Context: an optimization exercise on an open-source flow, tuned for small area and a short achievable clock period. The choices shown serve that exercise and are no tape-out recipe.
Where RTL was checked, it was by simulation tests only, not by an equivalence proof against the original.
The RTL of run 2 was laid out without a check of its function.

## flow/design.v (module list and top-level ports; edited modules follow where they fit)
// module mul_pipe: 2207 lines
// module mul_pipe_fa: 10 lines
// module mul_pipe_ha: 9 lines
module mul_pipe #(
    parameter int unsigned XLEN    = 32,
    parameter int unsigned LATENCY = 3,
    parameter int unsigned TAG_W   = 5
) (
    input  logic             clk,
    input  logic             rst_n,
    input  logic             in_valid,
    output logic             in_ready,
    input  logic [XLEN-1:0]  a,
    input  logic [XLEN-1:0]  b,
    input  logic [2:0]       mulop,
    input  logic [TAG_W-1:0] in_tag,
    input  logic             flush,
    output logic             out_valid,
    input  logic             out_ready,
    output logic [XLEN-1:0]  f,
    output logic [TAG_W-1:0] out_tag
);
  // ...
==> flow/flow/run.sh <==
#!/bin/bash
# The standard layout, with timing repair aimed further below the clock period and
# the smallest port buffers (repair sizes up the ones on critical paths).
set -euo pipefail
bash standard.sh SETUP_SLACK_MARGIN=6.22 "BUFFER_PORTS_ARGS=-buffer_cell sky130_fd_sc_hd__buf_1" "CTS_ARGS=-sink_clustering_enable -repair_clock_nets -sink_clustering_size 30 -sink_clustering_max_diameter 100 -dont_use_dummy_load" finish > standard.log 2>&1
==> flow/standard.sh <==
#!/bin/bash
# synth_recipe.tcl (not shown) runs the flow's synth.tcl, then flattens the netlist and writes it again
# the make line also repeats each setting of config.mk as NAME=value (left out here)
make -C /OpenROAD-flow-scripts/flow DESIGN_CONFIG=/design/flow/config.mk WORK_HOME=/design/flow/orfs CLKGATE_MAP_FILE= SYNTH_SCRIPT=/design/flow/synth_recipe.tcl "${@:-finish}"
==> flow/config.mk <==
export PLATFORM = sky130hd
export DESIGN_NAME = mul_pipe
export DESIGN_NICKNAME = mul_pipe
export VERILOG_FILES = /design/flow/design.v
export SDC_FILE = /design/flow/constraint.sdc
export NUM_CORES = 4
export LEC_CHECK = 0
export ABC_AREA = 1
export CAP_MARGIN = 20
export CORE_MARGIN = 2
export CORE_UTILIZATION = 40
export SETUP_SLACK_MARGIN = 5
export SLEW_MARGIN = 20
export SYNTH_HIERARCHICAL = 1
==> flow/constraint.sdc <==
create_clock -name core_clock -period 11.0 [get_ports {clk}]
set_input_delay 2.2000 -clock core_clock [delete_from_list [all_inputs] [get_ports {clk}]]
set_output_delay 2.2000 -clock core_clock [all_outputs]
set_load 0.01 [all_outputs]
==> summary.txt, run 1 <==
----------------------------------------------------
[Synthesis]
  Average cell area after synthesis ... 10.2 sq um
  Post-Synth Adder-Cell Area ... 0.371
  Number of warnings printed during yosys synthesis ... 7
  Largest family of logic cells by synthesized area ... adder cells
  Fraction of synthesized cell area taken by the top area cell type ... 0.337
  Netlist Area Pre-Place ... 0.0289 sq mm
  Post-synthesis compound-gate area fraction ... 0.141
  Post-synth top flop ... edfxtp_1
  Most numerous cell in the Yosys netlist ... xor2_1

[Timing]
  Final sum of negative setup slack ... 0 ns
  RSZ-0062 raised after global routing ... yes
  Final hold slack ... 0.428 ns
  Time the worst path needs with I/O delays and setup ... 4.78 ns
  Final critical-path setup slack ... 6.22 ns

[Route]
  Met2 routed WL ... 47.0 mm
  Post-Route WL ... 107 mm
  Average vias per placed instance ... 6.26

[Global route]
  GRT Util Overall ... 0.286
  Pin count of the biggest net entering global routing ... 156

[Floorplanning]
  Die outline area ... 0.0745 sq mm
  Vertical die dimension ... 273 um

[Layout]
  Post-layout net count ... 3,370
  Non-clock inverter instance count of the final layout ... 143
  Area of the multi-input gates ... 0.0213 sq mm
  Non-clk buf share ... 0.0455
  Clock buffers ... 18
  Multi-input combinational gate total ... 2,151
  Area grow syn2layout ... 6.03%
  Fraction of standard cell area in multi-input logic ... 0.694

[Worst hold path]
  Worst Hold Path EP ... r2_tag[2]$_DFFE_PN_

[Status]
  Status ... no timing/DRC/antenna violations

[Critical path]
  Max Fanout on Critical Path ... 2
  Reg-to-reg critical path startpoint ... r1_a_n[22]$_DFFE_PN_
  Kind of cell adding the most delay to the critical path ... buffers and inverters

[Clocking]
  Cell at the root of the clock tree ... clkbuf_16

----------------------------------------------------
==> run 2: changes to the inputs <==
--- a/flow/design.v
+++ b/flow/design.v
@@ -1954,28 +1954,28 @@
     wire mg23 = mg21 | (mp21 & mg20);
     wire mp23 = mp21 & mp20;
     wire mg24 = cg26 | (cp26 & mg22);
     wire mp24 = cp26 & mp22;
     wire mg25 = cg28 | (cp28 & cg27);
     wire mp25 = cp28 & cp27;
     wire mg26 = cg30 | (cp30 & cg29);
     wire mp26 = cp30 & cp29;
-    wire [4:0] w_sg, w_sp;
-    assign w_sg[0] = mg23;
+    wire mg27 = mg24 | (mp24 & mg23);
+    wire mp27 = mp24 & mp23;
+    wire mg28 = mg26 | (mp26 & mg25);
+    wire mp28 = mp26 & mp25;
+    wire [2:0] w_sg, w_sp;
+    assign w_sg[0] = mg27;
     assign w_sp[0] = 1'b0;
-    assign w_sg[1] = mg24;
-    assign w_sp[1] = mp24;
-    assign w_sg[2] = mg25;
-    assign w_sp[2] = mp25;
-    assign w_sg[3] = mg26;
-    assign w_sp[3] = mp26;
-    assign w_sg[4] = cg31;
-    assign w_sp[4] = cp31;
-    localparam int NSEG = 5;
+    assign w_sg[1] = mg28;
+    assign w_sp[1] = mp28;
+    assign w_sg[2] = cg31;
+    assign w_sp[2] = cp31;
+    localparam int NSEG = 3;
     wire [31:0] w_x  = r1_hi ? sx[63:32] : sx[31:0];
     wire [31:0] w_y  = r1_hi ? sy[63:32] : sy[31:0];
     logic [NSEG-1:0] r2_sg, r2_sp;
     logic            r2_hi;
     logic w_cin;
     always_comb begin
         w_cin = 1'b0;
         for (int k = 0; k < NSEG; k++) w_cin = r2_sg[k] | (r2_sp[k] & w_cin);
==> run 2 against run 1 <==
Compared with the run above:
- synthesized area is 0.43% lower
- synthesized cell count did not move
- critical path type unchanged
- still clean
- largest cell class unchanged
- cell count is 0.11% lower
==> summary.txt, run 2 <==
----------------------------------------------------
[Global route]
  Global route overflow ... 0
  Number of global-route vias before repair ... 24,500
  Wire length of the first global-routing pass ... 148 mm
  Antenna violations before repair ... 4
  GRT Util Overall ... 0.261 (-0.0251)
  Pin count of the biggest net entering global routing ... 75 (-52%)

[Synthesis]
  Post-synthesis compound-gate area fraction ... 0.145 (+0.00382)
  Post-synth top flop ... edfxtp_1
  Share of cell area taken by muxes after synthesis ... 0
  Post-synthesis net count ... 3,490
  Most numerous cell in the Yosys netlist ... xor2_1
  Count of state elements after synthesis ... 203
  Ranking of synthesized cells by area ... fa_1, xor2_1, edfxtp_1, o22ai_1, clkbuf_1
  Share of the yosys chip area belonging to registers ... 0.198
  Post-synth ARST share ... 0
  Largest family of logic cells by synthesized area ... adder cells
  Post-synthesis instance total ... 2,848
  Simple-gate share of the synthesized area ... 0.0409
  Post-Synth Adder-Cell Area ... 0.372 (+0.00161)
  Fraction of synthesized cell area taken by the top area cell type ... 0.339 (+0.00147)
  Number of warnings printed during yosys synthesis ... 7 (unchanged)
  Cell types with the highest counts after synthesis ... xor2_1, o22ai_1, fa_1
  Count of cell types in the netlist ... 36
  Area share of xor/xnor cells in the synthesized design ... 0.178
  Cell type with the highest aggregate area in the netlist ... fa_1
  Netlist Area Pre-Place ... 0.0288 sq mm (-0.43%)
  Average cell area after synthesis ... 10.1 sq um (-0.43%)
  Post-synth EDFFs ... 163

[Floorplanning]
  Vertical die dimension ... 272 um (-0.21%)
  Initial standard-cell utilization of the core ... 0.404
  Die outline area ... 0.0742 sq mm (-0.43%)
  I/O pins ... 116
  Total number of placement rows ... 98
  Core area ... 0.0714 sq mm
  Die boundary width ... 272 um

[Layout]
  Most common library cell in the layout ignoring fill and taps ... xor2_1
  Final standard cell count with taps included and fillers excluded ... 3,672
  Fill cells ... 6,827
  Count of antenna diodes in the layout ... 0
  Sequential standard cell area ... 0.00570 sq mm
  Commonest non-fill, non-tap cells in the layout ... xor2_1, o22ai_1, fa_1, nand2_1, edfxtp_1
  Area grow syn2layout ... 5.67%
  Fraction of layout instances using a drive strength above 1 ... 0.0478
  Post-layout net count ... 3,366 (-0.12%)
  Area of the multi-input gates ... 0.0213 sq mm (-0.14%)

[Critical path]
  Data arrival, critical path ... 2.56 ns
  Max Fanout on Critical Path ... 2 (unchanged)
  Critical Path Source Type ... input pin
  WP data required ... 8.80 ns
  CP endpoint kind ... primary output
  Setup Crit Path Kind ... in -> out

[Timing]
  Count of final setup violators ... 0
  RSZ-0062 raised after global routing ... yes
  Measured slew at the worst slew-check pin ... 0.998 ns
  Hold violation count in the final report ... 0
  Time the worst path needs with I/O delays and setup ... 4.76 ns (-0.0145 ns)
  Final worst clock skew ... 0.0514 ns
  Final sum of negative setup slack ... 0 ns (unchanged)
  FMAX ... 0.210 GHz
  Relative max-transition margin ... 0.335
  Max-slew violation count ... 0
  Final period util ... 0.433

[Clocking]
  CTS Buffer Depth ... 3
  Cell at the root of the clock tree ... clkbuf_16
  Latest clock arrival within the worst-skew pair ... 0.55 ns
  Number of buffers added to fix hold violations after cts ... 0
  Total clock buffers created by CTS ... 16
  Clock Sink Count ... 203
  CTS HTree Levels ... 1
  Clock transition time at the flip-flop clock pins of the worst setup and hold paths ... 0.10 ns
  Clock tree from TritonCTS ... built

[Route]
  First-pass iteration count of the detailed router ... 6
  Final routed wire length divided by cell count ... 26.8 um
  Top sig layer ... met5
  Drc violations ... 0
  Average vias per placed instance ... 6.23 (-0.47%)
  WL met1 ... 36.6 mm
  Number of vias after detailed routing ... 22,900
  Detailed-routed wire length on met3 ... 13.2 mm
  Initial DRC count ... 2,850
  Post-DRT Antenna Nets ... 0
  Met2 routed WL ... 43.2 mm (-8.0%)
  Post-Route WL ... 98.3 mm (-8.0%)

[Place]
  # port buffers ... 115
  Instance count after placement with tap cells included ... 3,654
  HPWL after detailed placement ... 62.8 mm
  Routability congestion estimate from global placement ... 0.922

[Flow run]
  Max cap viols ... 0

[Status]
  Status ... no timing/DRC/antenna violations

[Worst hold path]
  Worst hold-check path type ... reg -> reg

----------------------------------------------------
==> run 2: cell types whose count changed after synthesis, sizes merged, moves of 4 or more <==
| cell | previous run | this run |
|---|---|---|
| buf | 53 | 28 |
| edfxtp | 167 | 163 |
| nand2 | 235 | 210 |
| clkbuf | 294 | 320 |
| inv | 140 | 156 |
| o21ai | 65 | 73 |
==> run 2: path summary, 6_finish.rpt <==
kind | from | depth (start not counted) | slack [ns] | end
worst max-delay path | out_ready | 4 | 6.24 | in_ready
worst min-delay path | r1_tag[1]$_DFFE_PN_ | 0 | 0.40 | r2_tag[1]$_DFFE_PN_
worst max register to register | r1_a_n[28]$_DFFE_PN_ | 13 | 6.25 | r2_sg[1]$_DFFE_PN_
worst min register to register | r1_tag[1]$_DFFE_PN_ | 0 | 0.40 | r2_tag[1]$_DFFE_PN_
==> run 2: layout make-up <==
class | count | area share
clock buffer | 16 | 0.0131
sequential | 203 | 0.187
inverter | 157 | 0.0195
multi-input combinational | 2140 | 0.698
tap | 950 | 0.0390
timing repair buffer | 206 | 0.0430
==> run 2: cell families (layout without fill, tap and decap cells) <==
| group | Yosys count | after routing |
|---|---|---|
| fa+ha+maj | 565 | 565 |
| simple gates | 301 | 301 |
| xor+xnor | 587 | 587 |
| compound gates | 687 | 687 |
| buf+inv | 505 | 379 |
| flops | 203 | 203 |
==> run 2: layer usage <==
| metal | up-vias | track usage |
|---|---|---|
| met5 | - | 0.00257 |
| met4 | 8 | 0.120 |
| met3 | 422 | 0.101 |
| met2 | 1655 | 0.403 |
| met1 | 11400 | 0.323 |
| li1 | 9336 | - |
==> run 2: through the flow <==
step | hold slack, ns | setup slack, ns | utilization | area (sq um)
global placement | 0.405 | 5.93 | 0.418 | 29800
detailed placement | 0.407 | 5.94 | 0.418 | 29800
floorplan | 0.400 | 5.82 | - | 28800
CTS | 0.399 | 6.22 | 0.424 | 30300
finish | 0.397 | 6.24 | 0.427 | 30500
global route | 0.391 | 6.14 | 0.427 | 30500
==> run 2: worst max-delay path: stages <==
cell	delay, ns
buf_6	0.10
nor2_4	0.10
nor2_4	0.05
buf_6	0.12
==> run 2: what timing repair did <==
item                       in CTS  in global routing
resized for setup              13                 53
setup buffers                   2                  0
pin swaps                       2                  3
cloned                          0                  0
setup endpoints to repair       4                 23
==> run 2: modules after synthesis, one instance, submodules excluded <==
module | flops+latches | times used
mul_pipe | 203 | 1
mul_pipe_fa | 0 | 471
mul_pipe_ha | 0 | 39

[separate check: timing with driven ports]
How much do the figures lean on ideal ports? The routed layouts below were timed once more, with nothing changed but the port constraints.
Step 1 assumes that a clkbuf_16 drives the clock port and a buf_2 every other input.
Step 2 moves the port delays by t, midway between the first and last clock arrival at a register: inputs arrive t later, outputs are due t later. That takes back most of the time a late clock gives input paths.
Slacks: ideal / step 1 / step 2; pairs: ideal / step 1.
run | t, ns | setup WS [ns] | worst register clock-pin slew, ns
run 1 | 0.602 | 6.222 / 6.188 / 6.188 | 0.11 / 0.11
run 2 | 0.595 | 6.236 / 6.202 / 6.202 | 0.11 / 0.11
After both steps every run listed still meets setup and hold.
